From an optimization exercise on the open Yosys and OpenROAD flow, aimed at small area; shortcuts taken in it are not production practice. The RTL was checked by simulation tests, not by an equivalence proof against the original design. Power and IR drop assume default switching activity. The flow treats the clock pin as an ideal source, which a real chip does not have.

$ cat flow/config.mk
export PLATFORM = sky130hd
export DESIGN_NAME = rf_top
export DESIGN_NICKNAME = rf_top
export VERILOG_FILES = /design/flow/design.v
export SDC_FILE = /design/flow/constraint.sdc
export NUM_CORES = 4
export LEC_CHECK = 0
export CAP_MARGIN = 30
export CORE_MARGIN = 2
export CORE_UTILIZATION = 40
export CTS_CLUSTER_DIAMETER = 100
export CTS_CLUSTER_SIZE = 30
export SLEW_MARGIN = 30
export SYNTH_HIERARCHICAL = 1
export SYNTH_MINIMUM_KEEP_SIZE = 0
$ cat flow/constraint.sdc
create_clock -name core_clock -period 15.0 [get_ports {clk_i}]
set_input_delay 3.0000 -clock core_clock [delete_from_list [all_inputs] [get_ports {clk_i}]]
set_output_delay 3.0000 -clock core_clock [all_outputs]
set_load 0.01 [all_outputs]
$ cat flow/design.v
package rf_pkg;
  localparam int unsigned DataWidth = 32;
  localparam int unsigned IntgWidth = 7;
  localparam int unsigned WordWidth = DataWidth + IntgWidth;
  localparam int unsigned AddrWidth = 5;
  localparam logic [IntgWidth*DataWidth-1:0] IntgMask = {
    32'h0810_2040,   
    32'h0408_1020,
    32'h0204_0810,
    32'h8102_0408,
    32'h4081_0204,
    32'h2040_8102,
    32'h1020_4081    
  };
endpackage
module rf_ao22 (
  input  logic a1_i, a2_i, b1_i, b2_i,
  output logic y_o
);
  assign y_o = (a1_i & a2_i) | (b1_i & b2_i);
endmodule
module rf_aoi222 (
  input  logic a1_i, a2_i, b1_i, b2_i, c1_i, c2_i,
  output logic y_o
);
  assign y_o = ~((a1_i & a2_i) | (b1_i & b2_i) | (c1_i & c2_i));
endmodule
module rf_nand4 (
  input  logic a_i, b_i, c_i, d_i,
  output logic y_o
);
  assign y_o = ~(a_i & b_i & c_i & d_i);
endmodule
module rf_nand2 (
  input  logic a_i, b_i,
  output logic y_o
);
  assign y_o = ~(a_i & b_i);
endmodule
module rf_or2 (
  input  logic a_i, b_i,
  output logic y_o
);
  assign y_o = a_i | b_i;
endmodule
module rf_and2 (
  input  logic a_i, b_i,
  output logic y_o
);
  assign y_o = a_i & b_i;
endmodule
module rf_xor2 (
  input  logic a_i, b_i,
  output logic y_o
);
  assign y_o = a_i ^ b_i;
endmodule
module rf_intg_check (
  input  logic [rf_pkg::WordWidth-1:0] word_i,
  output logic                         err_o
);
  localparam int unsigned DW = rf_pkg::DataWidth;
  localparam int unsigned IW = rf_pkg::IntgWidth;
  logic [IW-1:0] syn;
  for (genvar k = 0; k < IW; k++) begin : gen_syn
    localparam int unsigned N = (DW - k + IW - 1) / IW;   
    logic [N:0] acc;
    assign acc[0] = word_i[DW + k];
    for (genvar j = 0; j < N; j++) begin : gen_x
      rf_xor2 u_x (.a_i(acc[j]), .b_i(word_i[k + IW*j]), .y_o(acc[j+1]));
    end
    assign syn[k] = acc[N];
  end
  assign err_o = |syn;
endmodule
module rf_top #(
  parameter int unsigned NumRegs = 32
) (
  input  logic                         clk_i,
  input  logic                         rst_ni,
  input  logic                         acc_req_i,
  output logic                         acc_gnt_o,
  input  logic                         acc_we_i,
  input  logic [rf_pkg::AddrWidth-1:0] acc_addr_i,
  input  logic [rf_pkg::DataWidth-1:0] acc_wdata_i,
  input  logic [rf_pkg::IntgWidth-1:0] acc_wintg_i,
  output logic                         acc_rvalid_o,
  output logic [rf_pkg::DataWidth-1:0] acc_rdata_o,
  output logic                         acc_err_o,
  output logic                         core_sleep_o,
  output logic                         alert_major_o
);
  localparam int unsigned AW = rf_pkg::AddrWidth;
  localparam int unsigned DW = rf_pkg::DataWidth;
  localparam int unsigned WW = rf_pkg::WordWidth;
  localparam int unsigned NP = 15;   
  logic          gnt;
  logic          gnt_we;
  logic          gnt_rd;
  logic          rvalid_q;
  logic          we_q;
  logic          ph_q;
  logic          alert_q;
  logic [AW-1:0] addr_q;
  logic [WW-1:0] cap_q;
  logic [WW-1:0] m;
  logic [WW-1:0] req_word;
  logic          is_read;
  logic          is_write;
  logic          cap_sel;
  logic          intg_err;
  assign gnt          = acc_req_i & ~rvalid_q;
  assign gnt_we       = gnt & acc_we_i;
  assign gnt_rd       = gnt & ~acc_we_i;
  assign acc_gnt_o    = gnt;
  assign acc_rvalid_o = rvalid_q;
  assign core_sleep_o = ~acc_req_i & ~rvalid_q;
  always_ff @(posedge clk_i or negedge rst_ni) begin
    if (!rst_ni) begin
      rvalid_q <= 1'b0;
      ph_q     <= 1'b0;
    end else begin
      rvalid_q <= gnt;
      ph_q     <= ~ph_q;
    end
  end
  always_ff @(posedge clk_i) begin
    we_q   <= acc_we_i;
    addr_q <= acc_addr_i;
    cap_q  <= m;
  end
  assign is_read  = rvalid_q & ~we_q;
  assign is_write = rvalid_q & we_q;
  assign req_word = {acc_wintg_i, acc_wdata_i};
  assign cap_sel = is_write |
                   (is_read & (addr_q[0] != ph_q) & (addr_q != AW'(NumRegs - 1)));
  logic [NumRegs-1:0] in_r1;     
  logic [NumRegs-1:0] wr_now;    
  logic [NumRegs-1:0] hit;       
  logic [NumRegs-1:0] valid_q;
  assign in_r1[0]   = 1'b0;
  assign valid_q[0] = 1'b0;
  assign wr_now[0]  = 1'b0;
  assign hit[0]     = 1'b0;
  for (genvar i = 1; i < NumRegs; i++) begin : gen_sel
    if (i < 2 * NP + 1) begin : gen_pair
      assign in_r1[i]  = (AW'(i) & AW'(1)) == AW'(ph_q);
      assign wr_now[i] = in_r1[i] & ((gnt_we & (acc_addr_i == AW'(i))) |
                                     (is_write & (addr_q == AW'(i))));
    end else begin : gen_single
      assign in_r1[i]  = 1'b1;
      assign wr_now[i] = gnt_we & (acc_addr_i == AW'(i));
    end
    assign hit[i] = in_r1[i] & valid_q[i] & ((gnt_rd & (acc_addr_i == AW'(i))) |
                                             (is_read & (addr_q == AW'(i))));
    always_ff @(posedge clk_i or negedge rst_ni) begin
      if (!rst_ni) begin
        valid_q[i] <= 1'b0;
      end else begin
        valid_q[i] <= valid_q[i] | (gnt_we & (acc_addr_i == AW'(i)));
      end
    end
  end
  logic [NP:0] set;
  logic [NP:0] keep;
  logic [NP:0] rsel;   
  for (genvar p = 0; p < NP; p++) begin : gen_pair_sel
    assign set[p]  = wr_now[2*p+1] | wr_now[2*p+2];
    assign rsel[p] = hit[2*p+1] | hit[2*p+2];
  end
  assign set[NP]  = wr_now[NumRegs-1];
  assign rsel[NP] = hit[NumRegs-1];
  assign keep     = ~set;
  logic [WW-1:0] row0_q [NP+1];   
  logic [WW-1:0] row0_d [NP+1];
  logic [WW-1:0] row1_q [NP];
  logic [WW-1:0] rd_word [NP+1];  
  for (genvar p = 0; p <= NP; p++) begin : gen_rows
    if (p < NP) begin : gen_pair_rows
      assign rd_word[p] = row1_q[p];
      always_ff @(posedge clk_i) begin
        row1_q[p] <= row0_q[p];
      end
    end else begin : gen_single_row
      assign rd_word[p] = row0_q[p];
    end
    for (genvar b = 0; b < WW; b++) begin : gen_bit
      rf_ao22 u_nxt (
        .a1_i(rd_word[p][b]), .a2_i(keep[p]),
        .b1_i(m[b]),          .b2_i(set[p]),
        .y_o (row0_d[p][b])
      );
    end
    always_ff @(posedge clk_i) begin
      row0_q[p] <= row0_d[p];
    end
  end
  logic [17:0] src_sel;
  assign src_sel = {cap_sel, gnt_we, rsel};
  for (genvar b = 0; b < WW; b++) begin : gen_m
    logic [17:0] src;
    logic [5:0]  g;   
    logic [1:0]  n;
    for (genvar p = 0; p <= NP; p++) begin : gen_src
      assign src[p] = rd_word[p][b];
    end
    assign src[16] = req_word[b];
    assign src[17] = cap_q[b];
    for (genvar j = 0; j < 6; j++) begin : gen_g
      rf_aoi222 u_g (
        .a1_i(src_sel[3*j]),   .a2_i(src[3*j]),
        .b1_i(src_sel[3*j+1]), .b2_i(src[3*j+1]),
        .c1_i(src_sel[3*j+2]), .c2_i(src[3*j+2]),
        .y_o (g[j])
      );
    end
    rf_nand4 u_n0 (.a_i(g[0]), .b_i(g[1]), .c_i(g[2]), .d_i(g[3]), .y_o(n[0]));
    rf_nand2 u_n1 (.a_i(g[4]), .b_i(g[5]), .y_o(n[1]));
    rf_or2   u_m  (.a_i(n[0]), .b_i(n[1]), .y_o(m[b]));
  end
  for (genvar b = 0; b < DW; b++) begin : gen_out
    rf_and2 u_out (.a_i(m[b]), .b_i(is_read), .y_o(acc_rdata_o[b]));
  end
  rf_intg_check u_intg_check (
    .word_i(m),
    .err_o (intg_err)
  );
  assign acc_err_o = is_read & intg_err;
  always_ff @(posedge clk_i or negedge rst_ni) begin
    if (!rst_ni) begin
      alert_q <= 1'b0;
    end else begin
      alert_q <= alert_q | acc_err_o;
    end
  end
  assign alert_major_o = alert_q;
endmodule
$ cat flow/flow/run.sh
#!/bin/bash
set -euo pipefail
export CTS_ARGS="-sink_clustering_enable -repair_clock_nets -sink_clustering_size 30 -sink_clustering_max_diameter 100 -dont_use_dummy_load"
export BUFFER_PORTS_ARGS="-buffer_cell sky130_fd_sc_hd__buf_1"
bash standard.sh > standard.log 2>&1
$ cat flow/standard.sh
#!/bin/bash
# synth_recipe.tcl (not shown) runs the flow's synth.tcl, then flattens the netlist and writes it again
# the make line also repeats each setting of config.mk as NAME=value (left out here)
make -C /OpenROAD-flow-scripts/flow DESIGN_CONFIG=/design/flow/config.mk WORK_HOME=/design/flow/orfs CLKGATE_MAP_FILE= SYNTH_SCRIPT=/design/flow/synth_recipe.tcl "${@:-finish}"
==> reports/metrics.yaml, run 1 <==
status:
  outcome: "complete, no violations"
clock_tree:
  htree_levels: 2
  ctsResizeCount: 0
  clock_latency_ns: 0.65
  hold_buffers: 0
  clk_pin_slew_ns: 0.10
  cts_made_buffers: 50
  cts_num_sinks: 1288
  cts_tree: "done"
  cts_root_buffer: "clkbuf_16"
  post_cts.repair.setup_buffers: 0
  clk_path_buf_depth: 3
yosys:
  synth_flop_cell: "dfxtp_1"
  syn_avg_cell_area_um2: 14.2
  synthCells: 2607
  yosysSeqAreaShare_pct: 70.2
  ys_ff_latch: 1288
  yosysTopAreaCell: "dfxtp_1"
  synth_edf_count: 0
  synthTopCellsByArea: "dfxtp_1, a22o_1, a222oi_1"
  synth_common_cells: "dfxtp_1, a22o_1, a222oi_1"
  yosys.cell_types.count: 60
  yosysTopAreaCellShare_pct: 67.9
  yosysMostFrequentCell: "dfxtp_1"
  synth_area_um2: 37000
  syn_nets: 2655
  ys_async_sr_fraction_pct: 2.64
  ys_warn_count: 14
worst_setup_path:
  crit_required_ns: 12.00
  cpPeakStageDelay_ns: 0.59
  critPathSlowestCell: "buf_4"
  crit_path_start_kind: "input port"
  crit_type: "in -> out"
  end_kind: "output pin"
  cp.arrival_ns: 7.98
  cp_cell_sequence: "buf_1, or4b_4, o22a_1, o22ai_4, buf_4, a222oi_1, nand4_1, or2_1, xor2_1, xor2_1, xor2_1, xor2_1, xor2_1, nor4_1, nand2_1, and2_1, buf_1"
  crit_buf_inv: 3
  cp_top_family: "simple AND/OR/NAND/NOR gates"
  crit_fanout: 30
  crit_top_cell: "xor2_1"
route:
  wl_um: 119000
  drt_iter0_drc: 3113
  vias_per_cell: 6.38
  firstDrtPassIters: 8
  ant_nets: 0
  vias: 25400
  drc_errors: 0
  wl_per_cell_um: 29.8
final_layout:
  fill_cells: 8180
  synthToLayoutAreaGrowth_pct: 10.7
  multi_input_area_um2: 11200
  seq_area_um2: 26000
  antenna_cells: 0
  num-nets-final: 2842
  layout-drive-gt1-share_pct: 7.99
floorplan:
  io_pins: 85
  dieArea_um2: 94800
  die_w_um: 308
  initial_core_util_pct: 40.3
  num_rows: 111
  die_h_um: 308
  coreArea_um2: 91700
sta:
  timing.final.hold_violations: 0
  layout_min_cycle_time_ns: 10.98
  slew_headroom_pct: 37.1
  finalSetupTns_ns: 0
  fmax_mhz: 91.1
  rsz0062_at_grt: "no"
  tightest_slew_ns: 0.943
  fin_worst_skew_ns: 0.0566
  worst_hold_slack_ns: 0.266
  setup_viol: 0
  fin_crit_sh_pct: 73.2
  maxSlewViolCount: 0
placed_design:
  port_buffers: 84
  dpl.hpwl_um: 61600
  place.gp.congestion: 0.801
global_route:
  grt_max_degree: 42
  overflow: 0
  grt.met2_usage_pct: 40.1
  gr-usage-met3_pct: 4.49
  top_usage_layer: "met2"
  grt_pass1_vias: 25500
  grtUsageMet1_pct: 31.4
  grt_use_total_pct: 24.2
  antenna_found_initial: 0
  grt_pass1_wl_um: 173000
power_and_ir_drop:
  vdd_drop_max_uv: 103
  power_density_nw_per_um2: 133
  leakage_nw: 15.6
min_path:
  hold_class: "reg -> reg"
job:
  cap_violations: 0
where the power goes:
| group | total, mW | internal (mW) | switching [mW] |
|---|---|---|---|
| registers | 3.63 | 3.56 | 0.0667 |
| logic | 0.231 | 0.0980 | 0.133 |
| clock network | 1.60 | 0.602 | 0.994 |
| total | 5.46 | 4.26 | 1.19 |
path summary, 6_finish.rpt:
| kind | from | to | slack, ns | cells after the start |
|---|---|---|---|---|
| worst max-delay path | acc_req_i | acc_err_o | 4.02 | 17 |
| worst min-delay path | row0_q[12][8]$_DFF_P_ | row1_q[12][8]$_DFF_P_ | 0.27 | 0 |
| worst max register to register | rvalid_q$_DFF_PN0_ | alert_q$_DFF_PN0_ | 9.24 | 16 |
| worst min register to register | row0_q[12][8]$_DFF_P_ | row1_q[12][8]$_DFF_P_ | 0.27 | 0 |
| max in group asynchronous | rst_ni | ph_q$_DFF_PN0_ | 12.12 | 2 |
| min in group asynchronous | rst_ni | valid_q[24]$_DFF_PN0_ | 2.42 | 2 |
per-layer routing:
layer / part of all wire [%] / vias to the layer above
li1: - / 10800
met1: 41 / 13100
met2: 47 / 1206
met3: 7.9 / 275
met4: 4.0 / 2
met5: 0.056 / -
layout by cell type (no fill, tap or decap), types with 9 or more instances in the layout:
cell / Yosys / final
dfxtp_1: 1254 / 1254
a22o_1: 626 / 626
a222oi_1: 234 / 234
nand2_1: 91 / 90
buf_4: 6 / 84
buf_1: 1 / 81
clkbuf_16: 0 / 50
nand4_1: 40 / 40
or2_1: 40 / 40
and2_1: 36 / 33
dfrtp_1: 34 / 33
xor2_1: 32 / 32
a22oi_1: 27 / 27
a21o_1: 13 / 11
and4bb_2: 9 / 9
layout make-up:
cell class | count | share of cell area, %
tap | 1186 | 3.63
multi-input combinational | 1278 | 27.4
inverter | 8 | 0.0734
clock buffer | 50 | 3.06
timing repair buffer | 168 | 2.32
sequential | 1288 | 63.5
modules after synthesis (local to each module, per instance), excerpt:
module,flops+latches,cells
rf_and2,0,1
rf_ao22,0,1
rf_aoi222,0,1
rf_intg_check,0,3
rf_top,1288,1565
rf_xor2,0,1
through the flow:
step / power (mW) / util, % / cell area (um2) / worst slack [ns] / cells
final: 5.46 / 44.6 / 40900 / 4.02 / 3978
after global routing: 5.63 / 44.6 / 40900 / 3.77 / 3978
after CTS: 5.48 / 44.6 / 40900 / 4.04 / 3978
after detailed placement: 3.93 / 43.3 / 39600 / 4.10 / 3928
after global placement: 3.92 / 43.3 / 39600 / 3.68 / 3928
after floorplan: 3.83 / - / 37000 / 3.84 / 2607
state kept, by name, summed over array words and instances (netlist names):
name	cells
row0_q	624
row1_q	585
cap_q	39
valid_q	31
addr_q	5
alert_q	1
ph_q	1
rvalid_q	1
we_q	1
worst reg2reg max path: cells and delay by family, from the launching register on:
kind | cells | cell delay [ns]
buffers and inverters | 1 | 0.56
AO/OA/AOI/OAI | 3 | 1.16
flip-flops | 1 | 0.70
XOR/XNOR | 5 | 1.06
AND/OR/NAND/NOR | 7 | 2.19
cell families after synthesis:
kind of cell              count (synthesis)  share of synthesized area [%]
buffers and inverters                    41                          0.575
and+or+nand+nor                         273                           4.81
AOI/OAI and AO/OA                       972                           23.6
xor gates and xnor gates                 33                          0.782
DFF                                    1288                           70.2
==> inputs of run 2 (changes only) <==
==> flow/run.sh (new file) <==
#!/bin/bash
# synth_recipe.tcl (not shown) runs the flow's synth.tcl, then flattens the netlist and writes it again
# the make line also repeats each setting of config.mk as NAME=value (left out here)
make -C /OpenROAD-flow-scripts/flow DESIGN_CONFIG=/design/flow/config.mk WORK_HOME=/design/flow/orfs CLKGATE_MAP_FILE= SYNTH_SCRIPT=/design/flow/synth_recipe.tcl finish
removed: flow/flow/run.sh
removed: flow/standard.sh
==> run 2 against run 1 <==
  * Largest cell class unchanged
  * Clock power rose by 6%
  * Final cell count up 0.48%
  * Sequential share of layout area fell by 1.2 points
  * Hold slack improved by 0.048 ns
  * Global-route usage shrank 0.46 points
  * Still clean
  * Via count down 1.2%
  * Critical endpoint unchanged
==> reports/metrics.yaml, run 2 <==
status:
  outcome: "complete, no violations"
clock_tree:
  cts_num_sinks: 1288  # unchanged
  cts_made_buffers: 51  # +2.0%
  cts_tree: "done"
  clock_latency_ns: 0.66  # about the same
  post_cts.repair.setup_buffers: 0  # unchanged
  cts_root_buffer: "clkbuf_16"
  ctsResizeCount: 0  # unchanged
  clk_pin_slew_ns: 0.11  # about the same
  clk_path_buf_depth: 3  # unchanged
  htree_levels: 2  # unchanged
  hold_buffers: 0  # unchanged
sta:
  rsz0062_at_grt: "no"
  fin_worst_skew_ns: 0.0311  # -0.0255 ns
  slew_headroom_pct: 33.8  # -3.4 points
  post-route-worst-setup-slack_ns: 3.05  # -0.966 ns
  tightest_slew_ns: 0.993  # +0.0497 ns
  setup_viol: 0  # unchanged
  timing.final.hold_violations: 0  # unchanged
  fin_crit_sh_pct: 79.7  # +6.4 points
  layout_min_cycle_time_ns: 11.95  # +0.966 ns
  maxSlewViolCount: 0  # unchanged
  fmax_mhz: 83.7  # -8.1%
  worst_hold_slack_ns: 0.314  # +0.0480 ns
  finalSetupTns_ns: 0  # unchanged
floorplan:
  coreArea_um2: 91700  # unchanged
  io_pins: 85  # unchanged
  die_h_um: 308  # unchanged
  dieArea_um2: 94800  # unchanged
  initial_core_util_pct: 40.3  # unchanged
  die_w_um: 308  # unchanged
  num_rows: 111  # unchanged
yosys:
  ys_async_sr_fraction_pct: 2.64  # unchanged
  ys_warn_count: 14  # unchanged
  syn_nets: 2655  # unchanged
  yosys.cell_types.count: 60  # unchanged
  yosysMostFrequentCell: "dfxtp_1"
  synth_area_um2: 37000  # unchanged
  yosysSeqAreaShare_pct: 70.2  # unchanged
  synth_flop_cell: "dfxtp_1"
  synthCells: 2607  # unchanged
  yosysTopAreaCellShare_pct: 67.9  # unchanged
  synth_common_cells: "dfxtp_1, a22o_1, a222oi_1"
  synth_edf_count: 0  # unchanged
  ys_ff_latch: 1288  # unchanged
  syn_avg_cell_area_um2: 14.2  # unchanged
  synthTopCellsByArea: "dfxtp_1, a22o_1, a222oi_1"
  yosysTopAreaCell: "dfxtp_1"
global_route:
  grt_pass1_vias: 25600  # +0.62%
  grt_use_total_pct: 23.8  # -0.46 points
  top_usage_layer: "met2"
  grt_pass1_wl_um: 170000  # -1.6%
  grt_max_degree: 41  # -2.4%
  overflow: 0  # unchanged
  gr-usage-met3_pct: 3.88  # -0.62 points
  antenna_found_initial: 0  # unchanged
  grtUsageMet1_pct: 31.3  # -0.037 points
  grt.met2_usage_pct: 39.6  # -0.56 points
placed_design:
  place.gp.congestion: 0.827  # +3.3%
  port_buffers: 84  # unchanged
  dp_slack_ns: 3.02  # -1.07 ns
  dpl.hpwl_um: 63700  # +3.3%
  placed_cell_area_um2: 40200  # +1.5%
power_and_ir_drop:
  power_density_nw_per_um2: 133  # about the same
  vdd_drop_max_uv: 79.7  # -23%
  leakage_nw: 16.0  # +2.1%
final_layout:
  largestRegisters: "row0_q (624), row1_q (585), cap_q (39)"
  layout_common_cells: "dfxtp_1, a22o_1, a222oi_1, nand2_1, buf_4"
  num-nets-final: 2846  # +0.14%
  layout-drive-gt1-share_pct: 8.33  # +0.34 points
  regMostFlops: "row0_q"
  largest_register_ff_count: 624  # unchanged
  final_util_pct: 45.5  # +0.85 points
  fin_area_um2: 41700  # +1.9%
  synthToLayoutAreaGrowth_pct: 12.8
  final_common_cell: "dfxtp_1"
worst_setup_path:
  crit_path_start_kind: "input port"
  crit_fanout: 31  # +3.3%
  crit_required_ns: 12.00  # about the same
  crit_type: "in -> out"
  cp.arrival_ns: 8.95  # +0.97 ns
  end_kind: "output pin"
route:
  drt_iter0_drc: 3505  # +13%
  wl_per_cell_um: 29.0  # -2.8%
  ant_nets: 0  # unchanged
  vias: 25100  # -1.2%
  wl_um: 116000  # -2.3%
  firstDrtPassIters: 9  # +1
  vias_per_cell: 6.27  # -1.6%
  drc_errors: 0  # unchanged
job:
  cap_violations: 0  # unchanged
min_path:
  hold_class: "reg -> reg"
## run 2: cell counts after synthesis
Identical to the previous run, type by type.
## run 2: metal layers
metal | share of wire [%] | vias to the layer above
li1 | - | 10800
met1 | 42 | 12800
met2 | 47 | 1192
met3 | 7.7 | 213
met4 | 3.1 | 0
met5 | 0 | -
## run 2: cell type report
type                            count  area [um2]
Inverter                            8        30.0
Antenna cell                        1        2.50
Clock inverter                      9         135
Fill cell                        8056       50000
Tap cell                         1186        1480
Clock buffer                       56        1320
Timing Repair Buffer              171        1520
Sequential cell                  1288       26000
Multi-Input combinational cell   1278       11200
## run 2: power by group
part	switching (mW)	internal [mW]	leakage, nW
sequential	0.0668	3.56	10.6
combinational	0.131	0.109	4.69
clock	1.04	0.650	0.709
## run 2: critical path, stage by stage
cell,delay (ns)
clkdlybuf4s50_1,1.05
nor4b_4,0.53
a22oi_1,0.22
o22ai_4,0.46
buf_4,0.54
a222oi_1,0.15
nand4_1,0.12
or2_1,0.56
xor2_1,0.25
xor2_1,0.27
xor2_1,0.21
xor2_1,0.24
xor2_1,0.11
nor4_1,0.36
nand2_1,0.11
and2_1,0.24
clkdlybuf4s50_1,0.51
## run 2: logic make-up (layout without fill, tap and decap cells)
family / after synthesis / after routing / share of synthesized area, %
buffers and inverters: 41 / 244 / 0.575
AOI/OAI and AO/OA: 972 / 972 / 23.6
and+or+nand+nor: 273 / 273 / 4.81
DFF: 1288 / 1288 / 70.2
xor gates and xnor gates: 33 / 33 / 0.782
other: 0 / 1 / 0
## run 2: stage by stage
step	power [mW]	std cells
global route	5.74	3996
CTS	5.59	3996
detailed placement	3.94	3931
finish	5.56	3997
floorplan	3.83	2607
global placement	3.93	3929
## run 2: path summary, 6_finish.rpt
kind	start	to	slack, ns	cells past startpoint
worst max-delay path	acc_addr_i[2]	acc_err_o	3.05	17
worst min-delay path	row0_q[4][24]$_DFF_P_	row1_q[4][24]$_DFF_P_	0.31	0
worst max register to register	rvalid_q$_DFF_PN0_	alert_q$_DFF_PN0_	9.16	16
worst min register to register	row0_q[4][24]$_DFF_P_	row1_q[4][24]$_DFF_P_	0.31	0
max in group asynchronous	rst_ni	ph_q$_DFF_PN0_	12.23	2
min in group asynchronous	rst_ni	valid_q[5]$_DFF_PN0_	2.25	1
## run 2: modules after synthesis (local to each module, per instance)
module         flip-flops and latches  cells inside  area (um2)
rf_top                           1288          1565       28000
rf_intg_check                       0             3        15.0
rf_aoi222                           0             1        10.0
rf_ao22                             0             1        8.76
rf_xor2                             0             1        8.76
rf_and2                             0             1        6.26
rf_nand4                            0             1        6.26
rf_or2                              0             1        6.26
rf_nand2                            0             1        3.75
==> inputs of run 3 (changes only) <==
--- a/flow/design.v
+++ b/flow/design.v
@@ -51,2 +51,8 @@
 endmodule
+module rf_inv (
+  input  logic a_i,
+  output logic y_o
+);
+  assign y_o = ~a_i;
+endmodule
 module rf_xor2 (
@@ -95,3 +101,4 @@
   localparam int unsigned WW = rf_pkg::WordWidth;
-  localparam int unsigned NP = 15;   
+  localparam int unsigned NP = NumRegs / 2 - 1;   
+  localparam int unsigned NS = NP + 1;            
   logic          gnt;
@@ -135,52 +142,50 @@
   assign cap_sel = is_write |
-                   (is_read & (addr_q[0] != ph_q) & (addr_q != AW'(NumRegs - 1)));
-  logic [NumRegs-1:0] in_r1;     
-  logic [NumRegs-1:0] wr_now;    
-  logic [NumRegs-1:0] hit;       
-  logic [NumRegs-1:0] valid_q;
-  assign in_r1[0]   = 1'b0;
-  assign valid_q[0] = 1'b0;
-  assign wr_now[0]  = 1'b0;
-  assign hit[0]     = 1'b0;
-  for (genvar i = 1; i < NumRegs; i++) begin : gen_sel
-    if (i < 2 * NP + 1) begin : gen_pair
-      assign in_r1[i]  = (AW'(i) & AW'(1)) == AW'(ph_q);
-      assign wr_now[i] = in_r1[i] & ((gnt_we & (acc_addr_i == AW'(i))) |
-                                     (is_write & (addr_q == AW'(i))));
-    end else begin : gen_single
-      assign in_r1[i]  = 1'b1;
-      assign wr_now[i] = gnt_we & (acc_addr_i == AW'(i));
-    end
-    assign hit[i] = in_r1[i] & valid_q[i] & ((gnt_rd & (acc_addr_i == AW'(i))) |
-                                             (is_read & (addr_q == AW'(i))));
-    always_ff @(posedge clk_i or negedge rst_ni) begin
-      if (!rst_ni) begin
-        valid_q[i] <= 1'b0;
-      end else begin
-        valid_q[i] <= valid_q[i] | (gnt_we & (acc_addr_i == AW'(i)));
-      end
-    end
-  end
-  logic [NP:0] set;
-  logic [NP:0] keep;
-  logic [NP:0] rsel;   
-  for (genvar p = 0; p < NP; p++) begin : gen_pair_sel
-    assign set[p]  = wr_now[2*p+1] | wr_now[2*p+2];
-    assign rsel[p] = hit[2*p+1] | hit[2*p+2];
-  end
-  assign set[NP]  = wr_now[NumRegs-1];
-  assign rsel[NP] = hit[NumRegs-1];
-  assign keep     = ~set;
-  logic [WW-1:0] row0_q [NP+1];   
-  logic [WW-1:0] row0_d [NP+1];
-  logic [WW-1:0] row1_q [NP];
-  logic [WW-1:0] rd_word [NP+1];  
-  for (genvar p = 0; p <= NP; p++) begin : gen_rows
-    if (p < NP) begin : gen_pair_rows
-      assign rd_word[p] = row1_q[p];
+                   (is_read & (addr_q[0] != ph_q) & (addr_q[AW-1:1] != '0));
+  logic w_a, w_q, r_a, r_q;
+  assign w_a = gnt_we   & (acc_addr_i[0] == ph_q);
+  assign w_q = is_write & (addr_q[0] == ph_q);
+  assign r_a = gnt_rd   & (acc_addr_i[0] == ph_q);
+  assign r_q = is_read  & (addr_q[0] == ph_q);
+  logic [NS-1:0] set;     
+  logic [NS-1:0] keep;
+  logic [NS-1:0] rsel;    
+  logic [NS-1:0] v0_q;    
+  logic [NS-1:0] v0_d;
+  logic [NS-2:0] v1_q;    
+  for (genvar p = 1; p <= NP; p++) begin : gen_pair_sel
+    logic dec_a, dec_q, rd;
+    assign dec_a = acc_addr_i[AW-1:1] == (AW-1)'(p);
+    assign dec_q = addr_q[AW-1:1] == (AW-1)'(p);
+    rf_ao22 u_set (.a1_i(w_a), .a2_i(dec_a), .b1_i(w_q), .b2_i(dec_q), .y_o(set[p-1]));
+    rf_ao22 u_rd  (.a1_i(r_a), .a2_i(dec_a), .b1_i(r_q), .b2_i(dec_q), .y_o(rd));
+    rf_and2 u_rsel (.a_i(rd), .b_i(v1_q[p-1]), .y_o(rsel[p-1]));
+    rf_or2  u_v0   (.a_i(v1_q[p-1]), .b_i(set[p-1]), .y_o(v0_d[p-1]));
+  end
+  assign set[NS-1]  = gnt_we & (acc_addr_i == AW'(1));
+  assign rsel[NS-1] = is_read & (addr_q == AW'(1)) & v0_q[NS-1];
+  assign v0_d[NS-1] = v0_q[NS-1] | set[NS-1];
+  for (genvar r = 0; r < NS; r++) begin : gen_keep
+    rf_inv u_keep (.a_i(set[r]), .y_o(keep[r]));
+  end
+  always_ff @(posedge clk_i or negedge rst_ni) begin
+    if (!rst_ni) begin
+      v0_q <= '0;
+      v1_q <= '0;
+    end else begin
+      v0_q <= v0_d;
+      v1_q <= v0_q[NS-2:0];
+    end
+  end
+  logic [WW-1:0] row0_q [NS];     
+  logic [WW-1:0] row0_d [NS];
+  logic [WW-1:0] row1_q [NS-1];
+  logic [WW-1:0] rd_word [NS];    
+  for (genvar r = 0; r < NS; r++) begin : gen_rows
+    if (r < NS - 1) begin : gen_pair_rows
+      assign rd_word[r] = row1_q[r];
       always_ff @(posedge clk_i) begin
-        row1_q[p] <= row0_q[p];
+        row1_q[r] <= row0_q[r];
       end
     end else begin : gen_single_row
-      assign rd_word[p] = row0_q[p];
+      assign rd_word[r] = row0_q[r];
     end
@@ -188,5 +193,5 @@
       rf_ao22 u_nxt (
-        .a1_i(rd_word[p][b]), .a2_i(keep[p]),
-        .b1_i(m[b]),          .b2_i(set[p]),
-        .y_o (row0_d[p][b])
+        .a1_i(rd_word[r][b]), .a2_i(keep[r]),
+        .b1_i(m[b]),          .b2_i(set[r]),
+        .y_o (row0_d[r][b])
       );
@@ -194,16 +199,16 @@
     always_ff @(posedge clk_i) begin
-      row0_q[p] <= row0_d[p];
-    end
-  end
-  logic [17:0] src_sel;
+      row0_q[r] <= row0_d[r];
+    end
+  end
+  logic [NS+1:0] src_sel;
   assign src_sel = {cap_sel, gnt_we, rsel};
   for (genvar b = 0; b < WW; b++) begin : gen_m
-    logic [17:0] src;
-    logic [5:0]  g;   
-    logic [1:0]  n;
-    for (genvar p = 0; p <= NP; p++) begin : gen_src
-      assign src[p] = rd_word[p][b];
-    end
-    assign src[16] = req_word[b];
-    assign src[17] = cap_q[b];
+    logic [NS+1:0] src;
+    logic [5:0]    g;   
+    logic [1:0]    n;
+    for (genvar r = 0; r < NS; r++) begin : gen_src
+      assign src[r] = rd_word[r][b];
+    end
+    assign src[NS]   = req_word[b];
+    assign src[NS+1] = cap_q[b];
     for (genvar j = 0; j < 6; j++) begin : gen_g
--- a/flow/config.mk
+++ b/flow/config.mk
@@ -9,3 +9,3 @@
 export CORE_MARGIN = 2
-export CORE_UTILIZATION = 40
+export CORE_UTILIZATION = 65
 export CTS_CLUSTER_DIAMETER = 100
==> run 3 against run 2 <==
  * Synthesized cell count shrank 5.3%
  * Synthesized area fell by 3.3%
  * Register-to-register slack lost 0.36 ns
  * Hold slack improved by 0.0044 ns
  * Via count decreased by 5.2%
  * Still clean on timing, DRC and antenna
  * Sequential cell count unchanged
  * Fmax grew 1.9%
  * Final cell count fell by 16%
  * Count of clock-buffer cells in the layout decreased by 4
  * Global-route usage rose by 12 points
  * Largest power group unchanged
  * Critical endpoint unchanged
==> reports/metrics.yaml, run 3 <==
worst_setup_path:
  cp-endpoint: "acc_err_o"
  crit_path_start_kind: "input port"
  rrSetupSlack_ns: 8.80  # -0.36 ns
  crit_required_ns: 12.00  # about the same
  r2r_start: "rvalid_q$_DFF_PN0_"
  rr_endpoint: "alert_q$_DFF_PN0_"
  crit_fanout: 21  # -32%
  cp.arrival_ns: 8.72  # -0.23 ns
  r2r_cells: 18  # +2
  crit_start: "acc_req_i"
  crit_type: "in -> out"
  end_kind: "output pin"
global_route:
  grt_max_degree: 42  # +2.4%
  grt_pass1_vias: 23900  # -6.9%
  antenna_found_initial: 0  # unchanged
  grtUsageMet1_pct: 48.4  # +17 points
  gr-usage-met3_pct: 8.79  # +4.9 points
  grt.met2_usage_pct: 55.2  # +16 points
  overflow: 0  # unchanged
  top_usage_layer: "met2"
  grt_use_total_pct: 35.9  # +12 points
  grt_pass1_wl_um: 152000  # -11%
power_and_ir_drop:
  leakage_nw: 15.4  # -3.3%
  power_density_nw_per_um2: 137  # +2.7%
  power_mw: 5.38  # -3.2%
  vdd_drop_max_uv: 115  # +44%
yosys:
  yosys.cell_types.count: 22  # -63%
  syn_nets: 2517  # -5.2%
  yosysTopAreaCellShare_pct: 70.3  # +2.3 points
  synth_common_cells: "dfxtp_1, a22o_1, a222oi_1"
  synth_flop_cell: "dfxtp_1"
  synth_area_um2: 35700  # -3.3%
  synth_edf_count: 0  # unchanged
  synthCells: 2469  # -5.3%
  yosysMostFrequentCell: "dfxtp_1"
  ys_ff_latch: 1288  # unchanged
  yosysTopAreaCell: "dfxtp_1"
  synthTopCellsByArea: "dfxtp_1, a22o_1, a222oi_1"
  syn_avg_cell_area_um2: 14.5  # +2.1%
  ys_async_sr_fraction_pct: 2.64  # unchanged
  ys_warn_count: 14  # unchanged
  yosysSeqAreaShare_pct: 72.6  # +2.4 points
final_layout:
  final_common_cell: "dfxtp_1"
  layout_common_cells: "dfxtp_1, a22o_1, a222oi_1, clkdlybuf4s50_1, buf_4"
  regMostFlops: "row0_q"
  largestRegisters: "row0_q (624), row1_q (585), cap_q (39)"
  fin_area_um2: 39300  # -5.8%
  fill_cells: 3628  # -55%
  largest_register_ff_count: 624  # unchanged
  final_cell_count_no_fill: 3364  # -16%
  layout-drive-gt1-share_pct: 6.26  # -2.1 points
  antenna_cells: 0  # -1
  synthToLayoutAreaGrowth_pct: 9.88
  num-nets-final: 2714  # -4.6%
route:
  drt_iter0_drc: 3597  # +2.6%
  ant_nets: 0  # unchanged
  wl_per_cell_um: 31.0  # +6.7%
  firstDrtPassIters: 8  # -1
  vias: 23800  # -5.2%
  wl_um: 104000  # -10%
  drc_errors: 0  # unchanged
  vias_per_cell: 7.07  # +13%
placed_design:
  dp_slack_ns: 3.09  # +0.0722 ns
  placed_cell_area_um2: 38000  # -5.5%
  dp.cells: 3312  # -16%
  dpl.hpwl_um: 53100  # -17%
  port_buffers: 84  # unchanged
  place.gp.congestion: 0.838  # +1.3%
floorplan:
  initial_core_util_pct: 66.0  # +26 points
  die_h_um: 238  # -23%
  coreArea_um2: 54100  # -41%
  io_pins: 85  # unchanged
  die_w_um: 238  # -23%
  num_rows: 85  # -23%
  dieArea_um2: 56900  # -40%
status:
  outcome: "complete, no violations"
sta:
  timing.final.hold_violations: 0  # unchanged
  fmax_mhz: 85.3  # +1.9%
  finalSetupTns_ns: 0  # unchanged
  layout_min_cycle_time_ns: 11.72  # -0.226 ns
  post-route-worst-setup-slack_ns: 3.28  # +0.226 ns
  maxSlewViolCount: 0  # unchanged
  fin_crit_sh_pct: 78.2  # -1.5 points
  tightest_slew_ns: 1.04  # +0.0488 ns
  fin_worst_skew_ns: 0.0259  # -0.00519 ns
  slew_headroom_pct: 30.6  # -3.2 points
  setup_viol: 0  # unchanged
  rsz0062_at_grt: "no"
job:
  cap_violations: 0  # unchanged
clock_tree:
  cts_tree: "done"
  clock_latency_ns: 0.65  # about the same
  post_cts.repair.setup_buffers: 0  # unchanged
  ctsResizeCount: 0  # unchanged
  htree_levels: 2  # unchanged
  hold_buffers: 0  # unchanged
  cts_made_buffers: 48  # -5.9%
  clk_path_buf_depth: 3  # unchanged
  clk_pin_slew_ns: 0.10  # about the same
  cts_num_sinks: 1288  # unchanged
  cts_root_buffer: "clkbuf_16"
min_path:
  min_from: "row0_q[7][4]$_DFF_P_"
  hold_class: "reg -> reg"
  min_path_cells: 0  # unchanged
## run 3: cell types whose count changed after synthesis, sizes merged, moves of 14 or more
cell / change
nor2: +19
a22o: +28
nand2: -46
buf: -26
or2: +15
and4bb: -14
a22oi: -27
## run 3: layer usage
layer | vias up | wire, um
li1 | 10200 | -
met1 | 11900 | 42400
met2 | 1363 | 46000
met3 | 293 | 11000
met4 | 0 | 4710
met5 | - | 0
## run 3: cells by family after synthesis
| group | synth area share (%) |
|---|---|
| DFF | 72.6 |
| AOI/OAI and AO/OA | 22.6 |
| xor gates and xnor gates | 0.834 |
| and+or+nand+nor | 3.73 |
| buffers and inverters | 0.179 |
## run 3: critical path, cell delays in order
cell and delay [ns]:
clkdlybuf4s50_1 0.49, and2b_1 0.19, nand2_1 0.09, nor2_2 0.50, a22o_1 0.24, and2_2 0.60, buf_4 0.51, a222oi_1 0.20
nand4_1 0.12, or2_1 0.59, xor2_1 0.23, xor2_1 0.20, xor2_1 0.20, xor2_1 0.20, xor2_1 0.09, nor4_1 0.36
nand2_1 0.22, and2_1 0.21, clkdlybuf4s50_1 0.47
## run 3: worst min path at each step
| stage | end | slack (ns) |
|---|---|---|
| 3_3_place_gp | row1_q[10][3]$_DFF_P_ | 0.31 |
| 4_1_cts | row1_q[7][4]$_DFF_P_ | 0.32 |
| 5_1_grt | row1_q[7][4]$_DFF_P_ | 0.33 |
| 3_5_place_dp | row1_q[11][1]$_DFF_P_ | 0.31 |
| 6_report | row1_q[7][4]$_DFF_P_ | 0.32 |
| 2_1_floorplan | row1_q[0][0]$_DFF_P_ | 0.31 |
## run 3: Yosys stat by module, one instance, submodules excluded
module	cell area, um2	cells
rf_or2	6.26	1
rf_inv	3.75	1
rf_nand2	3.75	1
rf_aoi222	10.0	1
rf_and2	6.26	1
rf_ao22	8.76	1
rf_nand4	6.26	1
rf_top	26300	1351
rf_intg_check	15.0	3
rf_xor2	8.76	1
## run 3: per-stage QoR
stage / util, % / hold WS [ns]
final: 72.5 / 0.319
after global placement: 70.1 / 0.309
after global routing: 72.5 / 0.332
after CTS: 72.5 / 0.322
after detailed placement: 70.2 / 0.312
after floorplan: - / 0.310
## run 3: final cells by class
cell class                      instances  area (um2)  share of cell area, %
Tap cell                              696         871                   2.22
Inverter                               17        92.6                  0.236
Clock buffer                           52        1250                   3.18
Multi-Input combinational cell       1164        9760                   24.9
Timing Repair Buffer                  147        1330                   3.38
Sequential cell                      1288       26000                   66.1
## run 3: report_power, final
group          switching, mW  internal [mW]  total (mW)  leakage, nW
Combinational          0.112         0.0889       0.201         4.24
Clock                  0.976          0.597        1.57        0.613
Sequential            0.0563           3.55        3.61         10.6
Total                   1.14           4.24        5.38         15.4
==> inputs of run 4 (changes only) <==
==> flow/flow/run.sh (new file) <==
#!/bin/bash
set -euo pipefail
export CTS_ARGS="-sink_clustering_enable -repair_clock_nets -sink_clustering_size 30 -sink_clustering_max_diameter 100 -dont_use_dummy_load"
export BUFFER_PORTS_ARGS="-buffer_cell sky130_fd_sc_hd__buf_1"
bash standard.sh > standard.log 2>&1
==> flow/standard.sh (new file) <==
#!/bin/bash
# synth_recipe.tcl (not shown) runs the flow's synth.tcl, then flattens the netlist and writes it again
# the make line also repeats each setting of config.mk as NAME=value (left out here)
make -C /OpenROAD-flow-scripts/flow DESIGN_CONFIG=/design/flow/config.mk WORK_HOME=/design/flow/orfs CLKGATE_MAP_FILE= SYNTH_SCRIPT=/design/flow/synth_recipe.tcl "${@:-finish}"
removed: flow/run.sh
==> run 4 against run 3 <==
  * Sequential share of layout area up 0.87 points
  * Register-to-register slack got worse by 0.05 ns
  * Highest routed layer is now met5
  * Count of clock-buffer cells in the layout down 4
  * Fmax up 5.9%
  * Sequential cell count stayed put
  * Worst setup slack gained 0.66 ns
==> reports/metrics.yaml, run 4 <==
status:
  outcome: "complete, no violations"
worst_setup_path:
  cp_cell_sequence: "buf_1, xnor2_1, nand2_1, nor2_2, a22o_1, and2_2, buf_4, a222oi_1, nand2_1, or2_1, xor2_1, xor2_1, xor2_1, xor2_1, xor2_1, nor4_1, nand2_1, and2_1, buf_1"
  cpPeakStageDelay_ns: 0.52  # -0.08 ns
  crit_path_start_kind: "input port"
  rrSetupSlack_ns: 8.75  # -0.05 ns
  r2r_cells: 18  # unchanged
  critPathSlowestCell: "and2_2"
  crit_fanout: 23  # +9.5%
  crit_top_cell: "xor2_1"
  r2r_start: "rvalid_q$_DFF_PN0_"
  end_kind: "output pin"
  cp.arrival_ns: 8.07  # -0.65 ns
  crit_type: "in -> out"
  crit_required_ns: 12.00  # about the same
  rr_endpoint: "alert_q$_DFF_PN0_"
clock_tree:
  htree_levels: 2  # unchanged
  cts_root_buffer: "clkbuf_16"
  clk_pin_slew_ns: 0.11  # about the same
  clock_latency_ns: 0.64  # about the same
  hold_buffers: 0  # unchanged
  clk_path_buf_depth: 3  # unchanged
  cts_made_buffers: 48  # unchanged
  post_cts.repair.setup_buffers: 0  # unchanged
  cts_tree: "done"
  ctsResizeCount: 0  # unchanged
  cts_num_sinks: 1288  # unchanged
global_route:
  grt_use_total_pct: 35.7  # -0.13 points
  overflow: 0  # unchanged
  grt_pass1_wl_um: 152000  # about the same
  grt_max_degree: 42  # unchanged
  grt_pass1_vias: 23500  # -1.4%
  antenna_found_initial: 1  # +1
min_path:
  min_from: "row0_q[11][4]$_DFF_P_"
  whs_endpoint: "row1_q[11][4]$_DFF_P_"
  min_path_cells: 0  # unchanged
  hold_class: "reg -> reg"
floorplan:
  io_pins: 85  # unchanged
  die_w_um: 238  # unchanged
  num_rows: 85  # unchanged
  die_h_um: 238  # unchanged
  initial_core_util_pct: 66.0  # unchanged
  coreArea_um2: 54100  # unchanged
  dieArea_um2: 56900  # unchanged
placed_design:
  dp.cells: 3316  # +0.12%
  placed_cell_area_um2: 37500  # -1.2%
  place.gp.congestion: 0.890  # +6.2%
  dpl.hpwl_um: 55000  # +3.5%
  port_buffers: 84  # unchanged
yosys:
  synth_edf_count: 0  # unchanged
  synth_flop_cell: "dfxtp_1"
  yosys.cell_types.count: 22  # unchanged
  synthCells: 2469  # unchanged
  synthMuxAreaShare_pct: 0  # unchanged
  ys_ff_latch: 1288  # unchanged
  synthAdderAreaFrac_pct: 0  # unchanged
  synth_top_family_by_area: "compound AO/OA/AOI/OAI gates"
  yosysTopAreaCellShare_pct: 70.3  # unchanged
  synth_area_um2: 35700  # unchanged
  ys_async_sr_fraction_pct: 2.64  # unchanged
  yosys.area_share.simple_pct: 3.73  # unchanged
  ys_warn_count: 14  # unchanged
  syn_avg_cell_area_um2: 14.5  # unchanged
  yosysMostFrequentCell: "dfxtp_1"
  yosysTopAreaCell: "dfxtp_1"
  yosysSeqAreaShare_pct: 72.6  # unchanged
  synthTopCellsByArea: "dfxtp_1, a22o_1, a222oi_1"
  syn_nets: 2517  # unchanged
  synth-xor-area-share_pct: 0.834  # unchanged
  synth_common_cells: "dfxtp_1, a22o_1, a222oi_1"
  synth_compound_area_share_pct: 22.6  # unchanged
final_layout:
  seq_area_um2: 26000  # unchanged
  layout-drive-gt1-share_pct: 6.33  # +0.075 points
  multi_input_area_um2: 9760  # unchanged
  fin_area_um2: 38700  # -1.3%
  final_util_pct: 71.6  # -0.95 points
  synthToLayoutAreaGrowth_pct: 8.44
  largest_register_ff_count: 624  # unchanged
  regMostFlops: "row0_q"
  num-nets-final: 2718  # +0.15%
  largestRegisters: "row0_q (624), row1_q (585), cap_q (39)"
  final_cell_count_no_fill: 3366  # +0.059%
  fill_cells: 3731  # +2.8%
  layout_common_cells: "dfxtp_1, a22o_1, a222oi_1, buf_1, buf_4"
  final_common_cell: "dfxtp_1"
sta:
  fin_crit_sh_pct: 73.8  # -4.4 points
  finalSetupTns_ns: 0  # unchanged
  setup_viol: 0  # unchanged
  layout_min_cycle_time_ns: 11.07  # -0.657 ns
  timing.final.hold_violations: 0  # unchanged
  fmax_mhz: 90.4  # +5.9%
  fin_worst_skew_ns: 0.0333  # +0.00739 ns
  slew_headroom_pct: 42.0  # +11 points
  tightest_slew_ns: 0.870  # -0.172 ns
  maxSlewViolCount: 0  # unchanged
  rsz0062_at_grt: "no"
route:
  wl_per_cell_um: 30.8  # -0.47%
  vias: 24000  # +0.86%
  ant_nets: 0  # unchanged
  vias_per_cell: 7.12  # +0.80%
  firstDrtPassIters: 7  # -1
  drt_iter0_drc: 3610  # +0.36%
  drc_errors: 0  # unchanged
  wl_um: 104000  # -0.41%
power_and_ir_drop:
  vdd_drop_max_uv: 123  # +7.5%
  leakage_nw: 15.2  # -1.3%
  power_density_nw_per_um2: 138  # +0.62%
job:
  cap_violations: 0  # unchanged
run 4: cell counts after synthesis:
No cell type changed its count.
run 4: worst max-delay path, delay by kind of cell:
family	cells	cell delay, ns
AND/OR/NAND/NOR	8	2.66
AO/OA/AOI/OAI	2	0.43
buffers and inverters	3	0.79
XOR/XNOR	6	1.16
run 4: per-module statistics from Yosys, one instance, submodules excluded:
module         times used  flops+latches  cells
rf_top                  1           1288   1351
rf_inv                 16              0      1
rf_nand2               39              0      1
rf_or2                 54              0      1
rf_intg_check           1              0      3
rf_and2                47              0      1
rf_nand4               39              0      1
rf_ao22               654              0      1
rf_xor2                32              0      1
rf_aoi222             234              0      1
run 4: worst max-delay path by stage:
stage | from | end | slack (ns) | cells after the start
5_1_grt | acc_addr_i[0] | acc_err_o | 3.75 | 19
3_5_place_dp | acc_addr_i[0] | acc_err_o | 3.81 | 19
2_1_floorplan | acc_req_i | acc_err_o | 5.24 | 16
4_1_cts | acc_addr_i[0] | acc_err_o | 3.78 | 19
6_report | acc_addr_i[0] | acc_err_o | 3.93 | 19
3_3_place_gp | acc_addr_i[0] | acc_err_o | 3.92 | 19
run 4: area by class of cell:
class                   instances  share of cell area (%)
repair buffers                151                    2.22
clock buffers                  48                    3.10
multi-input cells            1164                    25.2
inverters                      17                   0.236
well taps                     696                    2.25
flip-flops and latches       1288                    67.0
diodes                          2                  0.0129
run 4: per-layer routing:
layer	up-vias	global-route usage, %	routed length (um)
met2	1454	55.3	46200
met5	-	0.952	72
met4	2	13.7	3990
li1	10200	-	-
met3	264	7.33	11300
met1	12000	49.6	42300
run 4: metrics by stage:
stage               setup slack (ns)  power, mW  hold slack, ns
global placement                3.92       3.86           0.310
CTS                             3.78       5.35           0.324
global route                    3.75       5.50           0.329
finish                          3.93       5.35           0.317
floorplan                       5.24       3.78           0.310
detailed placement              3.81       3.87           0.312
run 4: kinds of logic (layout without fill, tap and decap cells):
| kind of cell | count (synthesis) | in the layout |
|---|---|---|
| other | 0 | 2 |
| AOI/OAI and AO/OA | 889 | 889 |
| xor gates and xnor gates | 34 | 34 |
| DFF | 1288 | 1288 |
| and+or+nand+nor | 241 | 241 |
| buffers and inverters | 17 | 216 |
run 4: power by group:
| part | switching (mW) | leakage, nW | total [mW] | internal [mW] |
|---|---|---|---|---|
| sequential | 0.0584 | 10.6 | 3.61 | 3.55 |
| combinational | 0.110 | 4.05 | 0.189 | 0.0784 |
| clock | 0.967 | 0.592 | 1.55 | 0.579 |
==> inputs of run 5 (changes only) <==
--- a/flow/design.v
+++ b/flow/design.v
@@ -33,2 +33,8 @@
 endmodule
+module rf_and3 (
+  input  logic a_i, b_i, c_i,
+  output logic y_o
+);
+  assign y_o = a_i & b_i & c_i;
+endmodule
 module rf_nand2 (
@@ -51,7 +57,13 @@
 endmodule
-module rf_inv (
-  input  logic a_i,
-  output logic y_o
-);
-  assign y_o = ~a_i;
+module rf_nor2 (
+  input  logic a_i, b_i,
+  output logic y_o
+);
+  assign y_o = ~(a_i | b_i);
+endmodule
+module rf_nor2b (
+  input  logic a_i, b_n_i,
+  output logic y_o
+);
+  assign y_o = ~a_i & b_n_i;
 endmodule
@@ -149,7 +161,12 @@
   logic [NS-1:0] set;     
-  logic [NS-1:0] keep;
+  logic [NS-1:0] keep;    
   logic [NS-1:0] rsel;    
-  logic [NS-1:0] v0_q;    
-  logic [NS-1:0] v0_d;
-  logic [NS-2:0] v1_q;    
+  logic [1:0]    clr_q;   
+  always_ff @(posedge clk_i or negedge rst_ni) begin
+    if (!rst_ni) begin
+      clr_q <= 2'b11;
+    end else begin
+      clr_q <= {clr_q[0], 1'b0};
+    end
+  end
   for (genvar p = 1; p <= NP; p++) begin : gen_pair_sel
@@ -160,19 +177,8 @@
     rf_ao22 u_rd  (.a1_i(r_a), .a2_i(dec_a), .b1_i(r_q), .b2_i(dec_q), .y_o(rd));
-    rf_and2 u_rsel (.a_i(rd), .b_i(v1_q[p-1]), .y_o(rsel[p-1]));
-    rf_or2  u_v0   (.a_i(v1_q[p-1]), .b_i(set[p-1]), .y_o(v0_d[p-1]));
+    rf_nor2b u_rsel (.a_i(clr_q[1]), .b_n_i(rd), .y_o(rsel[p-1]));
   end
   assign set[NS-1]  = gnt_we & (acc_addr_i == AW'(1));
-  assign rsel[NS-1] = is_read & (addr_q == AW'(1)) & v0_q[NS-1];
-  assign v0_d[NS-1] = v0_q[NS-1] | set[NS-1];
+  assign rsel[NS-1] = is_read & (addr_q == AW'(1));
   for (genvar r = 0; r < NS; r++) begin : gen_keep
-    rf_inv u_keep (.a_i(set[r]), .y_o(keep[r]));
-  end
-  always_ff @(posedge clk_i or negedge rst_ni) begin
-    if (!rst_ni) begin
-      v0_q <= '0;
-      v1_q <= '0;
-    end else begin
-      v0_q <= v0_d;
-      v1_q <= v0_q[NS-2:0];
-    end
+    rf_nor2 u_keep (.a_i(set[r]), .b_i(clr_q[r < NS - 1]), .y_o(keep[r]));
   end
@@ -207,3 +213,3 @@
     logic [5:0]    g;   
-    logic [1:0]    n;
+    logic          a;
     for (genvar r = 0; r < NS; r++) begin : gen_src
@@ -221,5 +227,4 @@
     end
-    rf_nand4 u_n0 (.a_i(g[0]), .b_i(g[1]), .c_i(g[2]), .d_i(g[3]), .y_o(n[0]));
-    rf_nand2 u_n1 (.a_i(g[4]), .b_i(g[5]), .y_o(n[1]));
-    rf_or2   u_m  (.a_i(n[0]), .b_i(n[1]), .y_o(m[b]));
+    rf_and3  u_a (.a_i(g[0]), .b_i(g[1]), .c_i(g[2]), .y_o(a));
+    rf_nand4 u_m (.a_i(a), .b_i(g[3]), .c_i(g[4]), .d_i(g[5]), .y_o(m[b]));
   end
==> run 5 against run 4 <==
  * Still clean on timing, DRC and antenna
  * Synthesized cell count shrank 3.4%
  * Via count shrank 0.35%
  * Die area shrank 2.3%
  * First-iteration DRC count shrank 4.6%
  * Design area shrank 1.8%
  * Fmax shrank 1.4%
  * Largest power group unchanged
==> reports/metrics.yaml, run 5 <==
status:
  outcome: "complete, no violations"
final_layout:
  layout_common_cells: "dfxtp_1, a22o_1, a222oi_1, buf_4, buf_1"
  largestRegisters: "row0_q (624), row1_q (585), cap_q (39)"
  num-nets-final: 2654  # -2.4%
  fill_cells: 3661  # -1.9%
  regMostFlops: "row0_q"
  synthToLayoutAreaGrowth_pct: 9.05
  antenna_cells: 0  # -2
  layout-drive-gt1-share_pct: 7.30  # +0.96 points
  largest_register_ff_count: 624  # unchanged
  final_common_cell: "dfxtp_1"
yosys:
  synth_flop_cell: "dfxtp_1"
  ys_warn_count: 14  # unchanged
  yosysTopAreaCellShare_pct: 72.0  # +1.7 points
  yosysMostFrequentCell: "dfxtp_1"
  synthCells: 2386  # -3.4%
  synthTopCellsByArea: "dfxtp_1, a22o_1, a222oi_1"
  syn_avg_cell_area_um2: 14.6  # +1.0%
  synth_area_um2: 34900  # -2.4%
  ys_async_sr_fraction_pct: 0.397  # -2.2 points
  yosysSeqAreaShare_pct: 72.3  # -0.32 points
  yosysTopAreaCell: "dfxtp_1"
  synth_common_cells: "dfxtp_1, a22o_1, a222oi_1"
  syn_nets: 2434  # -3.3%
  synth_edf_count: 0  # unchanged
  yosys.cell_types.count: 22  # unchanged
  ys_ff_latch: 1259  # -2.3%
worst_setup_path:
  cpPeakStageDelay_ns: 0.76  # +0.24 ns
  crit_required_ns: 12.00  # about the same
  crit_path_start_kind: "input port"
  rrSetupSlack_ns: 9.22  # +0.47 ns
  end_kind: "output pin"
  crit_buf_inv: 3  # unchanged
  cp_cell_sequence: "buf_1, nor2b_2, nand2_1, nor2_2, a22o_1, nor2b_4, buf_4, a222oi_1, and3_1, nand4_1, xor2_1, xor2_1, xor2_1, xor2_1, xor2_1, nor4_1, nand2_1, and2_1, buf_1"
  crit_fanout: 22  # -4.3%
  r2r_start: "rvalid_q$_DFF_PN0_"
  crit_type: "in -> out"
  cp_top_family: "simple AND/OR/NAND/NOR gates"
  cp.arrival_ns: 8.22  # +0.15 ns
  critPathSlowestCell: "nor2b_4"
  rr_endpoint: "alert_q$_DFF_PN0_"
  crit_top_cell: "xor2_1"
  critical_path_depth: 19  # unchanged
  r2r_cells: 18  # unchanged
floorplan:
  io_pins: 85  # unchanged
  die_h_um: 236  # -1.2%
  num_rows: 84  # -1.2%
  die_w_um: 236  # -1.2%
  coreArea_um2: 52800  # -2.5%
  initial_core_util_pct: 66.1  # +0.12 points
  dieArea_um2: 55500  # -2.3%
clock_tree:
  post_cts.repair.setup_buffers: 0  # unchanged
  cts_root_buffer: "clkbuf_16"
  ctsResizeCount: 0  # unchanged
  cts_tree: "done"
  clk_path_buf_depth: 3  # unchanged
  clock_latency_ns: 0.64  # about the same
  hold_buffers: 0  # unchanged
  cts_made_buffers: 47  # -2.1%
  cts_num_sinks: 1259  # -2.3%
  clk_pin_slew_ns: 0.11  # about the same
  htree_levels: 2  # unchanged
global_route:
  overflow: 0  # unchanged
  antenna_found_initial: 0  # -1
  grt_pass1_wl_um: 157000  # +3.3%
  grt_use_total_pct: 37.7  # +2.0 points
  grt_pass1_vias: 23200  # -1.3%
  grt_max_degree: 41  # -2.4%
sta:
  layout_min_cycle_time_ns: 11.22  # +0.158 ns
  maxSlewViolCount: 0  # unchanged
  finalSetupTns_ns: 0  # unchanged
  setup_viol: 0  # unchanged
  fin_crit_sh_pct: 74.8  # +1.1 points
  tightest_slew_ns: 0.996  # +0.127 ns
  timing.final.hold_violations: 0  # unchanged
  slew_headroom_pct: 33.4  # -8.6 points
  fmax_mhz: 89.1  # -1.4%
  fin_worst_skew_ns: 0.0346  # +0.00126 ns
  post-route-worst-setup-slack_ns: 3.78  # -0.158 ns
  rsz0062_at_grt: "no"
min_path:
  hold_class: "reg -> reg"
  min_from: "row0_q[12][0]$_DFF_P_"
  min_path_cells: 0  # unchanged
  whs_endpoint: "row1_q[12][0]$_DFF_P_"
power_and_ir_drop:
  leakage_nw: 14.3  # -6.0%
  vdd_drop_max_uv: 124  # +0.94%
  power_mw: 5.07  # -5.1%
  power_density_nw_per_um2: 133  # -3.3%
route:
  wl_um: 107000  # +3.6%
  drc_errors: 0  # unchanged
  ant_nets: 0  # unchanged
  vias_per_cell: 7.26  # +1.9%
  drt_iter0_drc: 3443  # -4.6%
  wl_per_cell_um: 32.6  # +5.9%
  vias: 23900  # -0.35%
  firstDrtPassIters: 8  # +1
job:
  cap_violations: 0  # unchanged
placed_design:
  port_buffers: 84  # unchanged
  dpl.hpwl_um: 59400  # +8.1%
  dp_slack_ns: 3.90  # +0.0949 ns
  place.gp.congestion: 0.865  # -2.8%
-- run 5: changes by cell type after synthesis, moves of 14 or more --
cell / delta
nand2_1: -39
nor2_1: +16
or2_1: -54
and2_1: -14
dfrtp_1: -31
and3_1: +40
nor2b_4: +16
inv_1: -16
-- run 5: area by class of cell --
cell class                 count  area (um2)  share of cell area [%]
sequential                  1259       25200                    66.3
clock buffer                  47        1180                    3.09
multi-input combinational   1126        9790                    25.7
tap                          688         861                    2.26
timing repair buffer         171         972                    2.56
inverter                       1        3.75                 0.00987
-- run 5: routing by layer --
layer	track usage, %	routed length, um
met1	51.3	43100
met2	58.5	47800
met3	8.16	11700
met4	16.3	4850
met5	0	0
-- run 5: cells by family after synthesis --
group | synth area share (%)
flops | 72.3
compound gates | 23.2
xor+xnor | 0.854
simple gates | 3.64
buf+inv | 0.0108
other cells | 0.0108
-- run 5: worst reg2reg max path: stages (launching register included) --
cell and delay (ns):
dfrtp_1 0.46, nor2b_2 0.23, nand2_1 0.09, nor2_2 0.56, a22o_1 0.27, nor2b_4 0.76
buf_4 0.45, a222oi_1 0.11, and3_1 0.21, nand4_1 0.59, xor2_1 0.25, xor2_1 0.22
xor2_1 0.20, xor2_1 0.21, xor2_1 0.12, nor4_1 0.27, nand2_1 0.21, and2_1 0.24
or2_1 0.23
-- run 5: per-module statistics from Yosys (local to each module, per instance) --
module | flops+latches | cells inside | area, um2 | copies in the design
rf_and2 | 0 | 1 | 6.26 | 32
rf_and3 | 0 | 1 | 6.26 | 39
rf_ao22 | 0 | 1 | 8.76 | 654
rf_aoi222 | 0 | 1 | 10.0 | 234
rf_intg_check | 0 | 3 | 15.0 | 1
rf_nand4 | 0 | 1 | 6.26 | 39
rf_nor2 | 0 | 1 | 3.75 | 16
rf_nor2b | 0 | 1 | 13.8 | 15
rf_top | 1259 | 1322 | 25600 | 1
rf_xor2 | 0 | 1 | 8.76 | 32
-- run 5: per-stage QoR --
step | std cells | instance area (um2) | utilization (%) | hold slack (ns)
final | 3292 | 38000 | 72.1 | 0.315
after global routing | 3292 | 38000 | 72.1 | 0.313
after CTS | 3291 | 38000 | 72.1 | 0.316
after detailed placement | 3244 | 36900 | 69.8 | 0.312
after global placement | 3244 | 36800 | 69.8 | 0.310
after floorplan | 2386 | 34900 | - | 0.310
-- run 5: worst max-delay path by stage --
stage	from	slack (ns)	endpoint
after global placement	acc_addr_i[0]	3.73	acc_err_o
after global routing	acc_req_i	3.49	acc_err_o
after floorplan	acc_req_i	5.32	acc_err_o
after detailed placement	acc_req_i	3.90	acc_err_o
final	acc_req_i	3.78	acc_err_o
after CTS	acc_req_i	3.91	acc_err_o
-- run 5: power breakdown --
part | total [mW] | internal [mW] | switching (mW)
Sequential | 3.37 | 3.36 | 0.00789
Combinational | 0.186 | 0.0382 | 0.148
Clock | 1.52 | 0.568 | 0.953
Total | 5.07 | 3.96 | 1.11

-- re-timing with driven ports --
The flow's constraints put no driver on any port. The routed layouts listed below were extracted and timed again, unchanged, in two steps. Step 1, drivers: a clkbuf_16 drives clk_i and a buf_2 each remaining input, both assumed. Step 2 times the ports against the registers' clock, not the clock port: input delays grow and output delays shrink by t, the midpoint of the rising clock arrivals with the driver on. Slacks: ideal / step 1 / step 2; pairs: ideal / step 1.
run	shift t [ns]	setup WS [ns]	worst register clock-pin slew, ns	worst data-port slew with drivers (ns)
run 1	0.688	4.017 / 3.995 / 3.995	0.12 / 0.12	0.05
run 2	0.711	3.051 / 3.027 / 3.027	0.12 / 0.12	0.08
run 3	0.697	3.277 / 3.254 / 3.254	0.12 / 0.12	0.06
run 4	0.684	3.933 / 3.905 / 3.905	0.11 / 0.11	0.05
run 5	0.685	3.775 / 3.753 / 3.753	0.11 / 0.11	0.08
After both steps every run listed still meets setup and hold. For run 4, which loses most, drivers alone change the setup slack by -0.028 ns; drivers and shift together by -0.028 ns.
